Background: an optimization exercise with open tools, aiming at small area, a short achievable clock period and few clock cycles. Do not read the settings as production practice.
Where RTL was checked, it was by simulation tests only, not by an equivalence proof against the original.
Power and IR drop assume default switching activity.

== sierra ==
Design c_subset_lexer, start of the top module:
module c_subset_lexer (
    input  logic        clk,
    input  logic        rst_n,
    input  logic        char_valid,
    output logic        char_stall,
    input  logic [7:0]  char_code,
    output logic        token_valid,
    input  logic        token_stall,
    output logic [4:0]  token_kind,
    output logic [23:0] token_start,
    output logic [15:0] token_length,
    output logic [23:0] line_number,
    output logic [30:0] token_value,
    output logic        last_of_run
);
    localparam logic [4:0] K_EOF = 5'd0, K_ERROR = 5'd1, K_IDENT = 5'd2, K_NUMBER = 5'd3,
                           K_LPAREN = 5'd4, K_RPAREN = 5'd5, K_LBRACE = 5'd6, K_RBRACE = 5'd7,
                           K_SEMI = 5'd8, K_COMMA = 5'd9, K_PLUS = 5'd10, K_MINUS = 5'd11,
                           K_STAR = 5'd12, K_SLASH = 5'd13, K_BANG = 5'd14, K_NE = 5'd15,
                           K_ASSIGN = 5'd16, K_EQ = 5'd17, K_LT = 5'd18, K_LE = 5'd19,
                           K_GT = 5'd20, K_GE = 5'd21;
    localparam logic [4:0] W_NONE = 5'd0, W_I = 5'd1, W_IN = 5'd2, W_E = 5'd3, W_EL = 5'd4,
                           W_ELS = 5'd5, W_W = 5'd6, W_WH = 5'd7, W_WHI = 5'd8, W_WHIL = 5'd9,
                           W_R = 5'd10, W_RE = 5'd11, W_RET = 5'd12, W_RETU = 5'd13,
                           W_RETUR = 5'd14, W_IF = 5'd22, W_ELSE = 5'd23, W_INT = 5'd24,
                           W_WHILE = 5'd25, W_RETURN = 5'd26;
  ...
export LEC_CHECK = 0
export CAP_MARGIN = 20
export CORE_MARGIN = 4
export CORE_UTILIZATION = 40
export SETUP_SLACK_MARGIN = 4.0
export SLEW_MARGIN = 20
export TNS_END_PERCENT = 5
create_clock -name core_clock -period 6.5 [get_ports {clk}]
standard.sh (not shown) runs the stock make flow with config.mk's settings and CLKGATE_MAP_FILE= SYNTH_SCRIPT=/design/flow/synth_recipe.tcl, a recipe that flattens the netlist after the stock synthesis.
==> flow/flow/run.sh <==
#!/bin/bash
# Layout flow: the standard synthesis unchanged, then the standard ORFS layout with
# plain buffers (not delay cells) on the ports and for timing repair, and a clock
# tree without dummy loads.
set -euo pipefail
bash standard.sh synth > synth.log 2>&1
export BUFFER_PORTS_ARGS="-buffer_cell sky130_fd_sc_hd__buf_1"
export DONT_USE_CELLS="sky130_fd_sc_hd__clkdlybuf4s15_1 sky130_fd_sc_hd__clkdlybuf4s15_2 sky130_fd_sc_hd__clkdlybuf4s18_1 sky130_fd_sc_hd__clkdlybuf4s18_2 sky130_fd_sc_hd__clkdlybuf4s25_1 sky130_fd_sc_hd__clkdlybuf4s25_2 sky130_fd_sc_hd__clkdlybuf4s50_1 sky130_fd_sc_hd__clkdlybuf4s50_2 sky130_fd_sc_hd__dlygate4sd1_1 sky130_fd_sc_hd__dlygate4sd2_1 sky130_fd_sc_hd__dlygate4sd3_1 sky130_fd_sc_hd__dlymetal6s2s_1 sky130_fd_sc_hd__dlymetal6s4s_1 sky130_fd_sc_hd__dlymetal6s6s_1"
export CTS_ARGS="-sink_clustering_enable -repair_clock_nets -dont_use_dummy_load -sink_clustering_size 24 -sink_clustering_max_diameter 80 -buf_list {sky130_fd_sc_hd__clkbuf_8}"
bash standard.sh > layout.log 2>&1
sierra: no failed stages, no open violations at the end
Changes in xenon relative to sierra:
--- a/flow/design.v
+++ b/flow/design.v
@@ -187,46 +187,23 @@
     logic [23:0] pos_cur, line_cur;
     assign pos_cur  = eof_pend ? 24'd0 : pos_last + 24'd1;
     assign line_cur = eof_pend ? 24'd1 :
                       (nl_pend && (line_last != 24'hFF_FFFF)) ? line_last + 24'd1 : line_last;
     logic [30:0] acc_step;
     logic        acc_sat;
     assign acc_sat  = (acc > 31'd214748364) || ((acc == 31'd214748364) && (ca[3:0] > 4'd7));
     logic [2:0]  acc_lo;
     logic [27:0] acc_hi;
     logic        acc_ci;
     assign acc_lo   = {1'b0, ca[2:1]} + {1'b0, acc[1:0]};
-    logic [27:0] ks_p, ks_g;
-    logic [27:0] ks_gg [0:5];
-    logic [27:0] ks_pp [0:5];
-    assign ks_p  = acc[27:0] ^ acc[29:2];
-    assign ks_g  = acc[27:0] & acc[29:2];
-    always_comb
-    begin
-        ks_gg[0]    = ks_g;
-        ks_pp[0]    = ks_p;
-        ks_gg[0][0] = ks_g[0] | (ks_p[0] & acc_ci);
-        for (int l = 0; l < 5; l++) begin
-            for (int i = 0; i < 28; i++) begin
-                if (i >= (1 << l)) begin
-                    ks_gg[l+1][i] = ks_gg[l][i] | (ks_pp[l][i] & ks_gg[l][i - (1 << l)]);
-                    ks_pp[l+1][i] = ks_pp[l][i] & ks_pp[l][i - (1 << l)];
-                end
-                else begin
-                    ks_gg[l+1][i] = ks_gg[l][i];
-                    ks_pp[l+1][i] = ks_pp[l][i];
-                end
-            end
-        end
-    end
-    assign acc_hi = ks_p ^ {ks_gg[5][26:0], acc_ci};
+    assign acc_hi   = acc[27:0] + acc[29:2] + {27'd0, acc_ci};
     assign acc_step = {acc_hi, acc_lo[1:0], ca[0]} | {31{acc_sat}};
     logic xfer;         
     logic to_head;      
     logic to_spare;     
     logic imm_head;     
     logic [7:0] kb;     
     assign xfer     = sv && pop;
     assign to_head  = fire && !sv && (pend_tok || imm_tok);
     assign imm_head = fire && !sv && !pend_tok && imm_tok;
     assign to_spare = fire && imm_tok && (sv || pend_tok);
     assign kb       = sv ? sb : ca;
## What came out
xenon against sierra: worst slew margin relative to its limit climbed 4.5 points, ratio of total power to cell area lost 0.74%, detailed-route vias per instance now sits at about the same level.
Met3 layer usage reported by global route: higher on sierra
Between sierra and xenon, the difference in overall track demand over capacity in global routing is negligible.
Testbench counts of xenon, summed over its fixed seeds: cycles 24,152.
The RTL of sierra was laid out without a check of its function.

* * *

== v6 ==
c_subset_lexer, a different RTL version from the one above (not shown whole).
Size: ~1200 cells after synthesis, about 180 flip-flops.
==> flow/config.mk <==
export PLATFORM = sky130hd
export DESIGN_NAME = c_subset_lexer
export DESIGN_NICKNAME = c_subset_lexer
export VERILOG_FILES = /design/flow/design.v
export SDC_FILE = /design/flow/constraint.sdc
export NUM_CORES = 4
export LEC_CHECK = 0
export CAP_MARGIN = 20
export CORE_MARGIN = 4
export CORE_UTILIZATION = 40
export SETUP_SLACK_MARGIN = 4.0
export SLEW_MARGIN = 20
export TNS_END_PERCENT = 5
==> flow/constraint.sdc <==
create_clock -name core_clock -period 6.5 [get_ports {clk}]
set_input_delay 1.3000 -clock core_clock [delete_from_list [all_inputs] [get_ports {clk}]]
set_output_delay 1.3000 -clock core_clock [all_outputs]
set_load 0.01 [all_outputs]
==> flow/flow/run.sh <==
#!/bin/bash
# Layout flow: the standard synthesis unchanged, then the standard ORFS layout with
# plain buffers (not delay cells) on the ports and for timing repair.
set -euo pipefail
bash standard.sh synth > synth.log 2>&1
export BUFFER_PORTS_ARGS="-buffer_cell sky130_fd_sc_hd__buf_2"
export DONT_USE_CELLS="sky130_fd_sc_hd__clkdlybuf4s15_1 sky130_fd_sc_hd__clkdlybuf4s15_2 sky130_fd_sc_hd__clkdlybuf4s18_1 sky130_fd_sc_hd__clkdlybuf4s18_2 sky130_fd_sc_hd__clkdlybuf4s25_1 sky130_fd_sc_hd__clkdlybuf4s25_2 sky130_fd_sc_hd__clkdlybuf4s50_1 sky130_fd_sc_hd__clkdlybuf4s50_2 sky130_fd_sc_hd__dlygate4sd1_1 sky130_fd_sc_hd__dlygate4sd2_1 sky130_fd_sc_hd__dlygate4sd3_1 sky130_fd_sc_hd__dlymetal6s2s_1 sky130_fd_sc_hd__dlymetal6s4s_1 sky130_fd_sc_hd__dlymetal6s6s_1"
bash standard.sh > layout.log 2>&1
Edits applied to the flow inputs when going from v6 to v7:
-- flow/design.v --
<<< v6, line 181
    logic        acc_sat;
    assign acc_sat  = (acc > 31'd214748364) || ((acc == 31'd214748364) && (ca[3:0] > 4'd7));
    assign acc_step = ((acc << 3) + (acc << 1) + {27'd0, ca[3:0]}) | {31{acc_sat}};
    logic xfer;         
    logic to_head;      
>>> v7, line 181
    logic        acc_sat;
    assign acc_sat  = (acc > 31'd214748364) || ((acc == 31'd214748364) && (ca[3:0] > 4'd7));
    logic [2:0]  acc_lo;
    logic [27:0] acc_hi;
    assign acc_lo   = {1'b0, ca[2:1]} + {1'b0, acc[1:0]};
    assign acc_hi   = acc[27:0] + acc[29:2] + {27'd0, ca[3] || acc_lo[2]};
    assign acc_step = {acc_hi, acc_lo[1:0], ca[0]} | {31{acc_sat}};
    logic xfer;         
    logic to_head;      
==> results.txt <==
v7 leaves less setup margin than v6. Met3 wire length in v7 vs v6: down about 5%. From v6 to v7 the numbers moved as follows: static leakage now smaller, clock-cell share of area now larger. Delta (v7 minus v6): worst hold-check slack rose by 0.0086 ns, final cell count moved down. Against v6, detailed-routed wire length on met2 in v7 fell by more than 10%. Sort v6 and v7 by total detailed-routing wirelength, ascending, and v7 comes first.
Testbench counts of v7, summed over its fixed seeds: cycles 24,152.
For v6, only the layout was checked, not whether the RTL still works.

==> what the ideal ports hide <==
The results above use ideal ports. As a check the final layouts listed here were re-extracted and re-timed, cells and wires unchanged. Step 1: set_driving_cell puts a clkbuf_16 on clk and a buf_2 on each other input, an assumption about the parent block. Step 2 adds t to the input delays and takes it off the output delays; t is the mean of the earliest and latest rising clock arrival at the registers after step 1. Input paths then give back, and output paths get back, about the clock's delay inside the block. a / b / c = ideal ports / drivers / drivers and shift; a / b = the first two.
run | shift t [ns] | setup WS [ns] | worst setup path after step 2
sierra | 0.505 | 3.693 / 3.692 / 3.187 | input to register
xenon | 0.500 | 3.606 / 3.606 / 3.168 | input to register
v6 | 0.480 | 3.423 / 3.423 / 3.122 | input to register
v7 | 0.484 | 3.238 / 3.238 / 3.051 | input to register
After both steps every run listed still meets setup and hold. For sierra, which loses most, drivers alone change the setup slack by -0.001 ns; drivers and shift together by -0.506 ns.
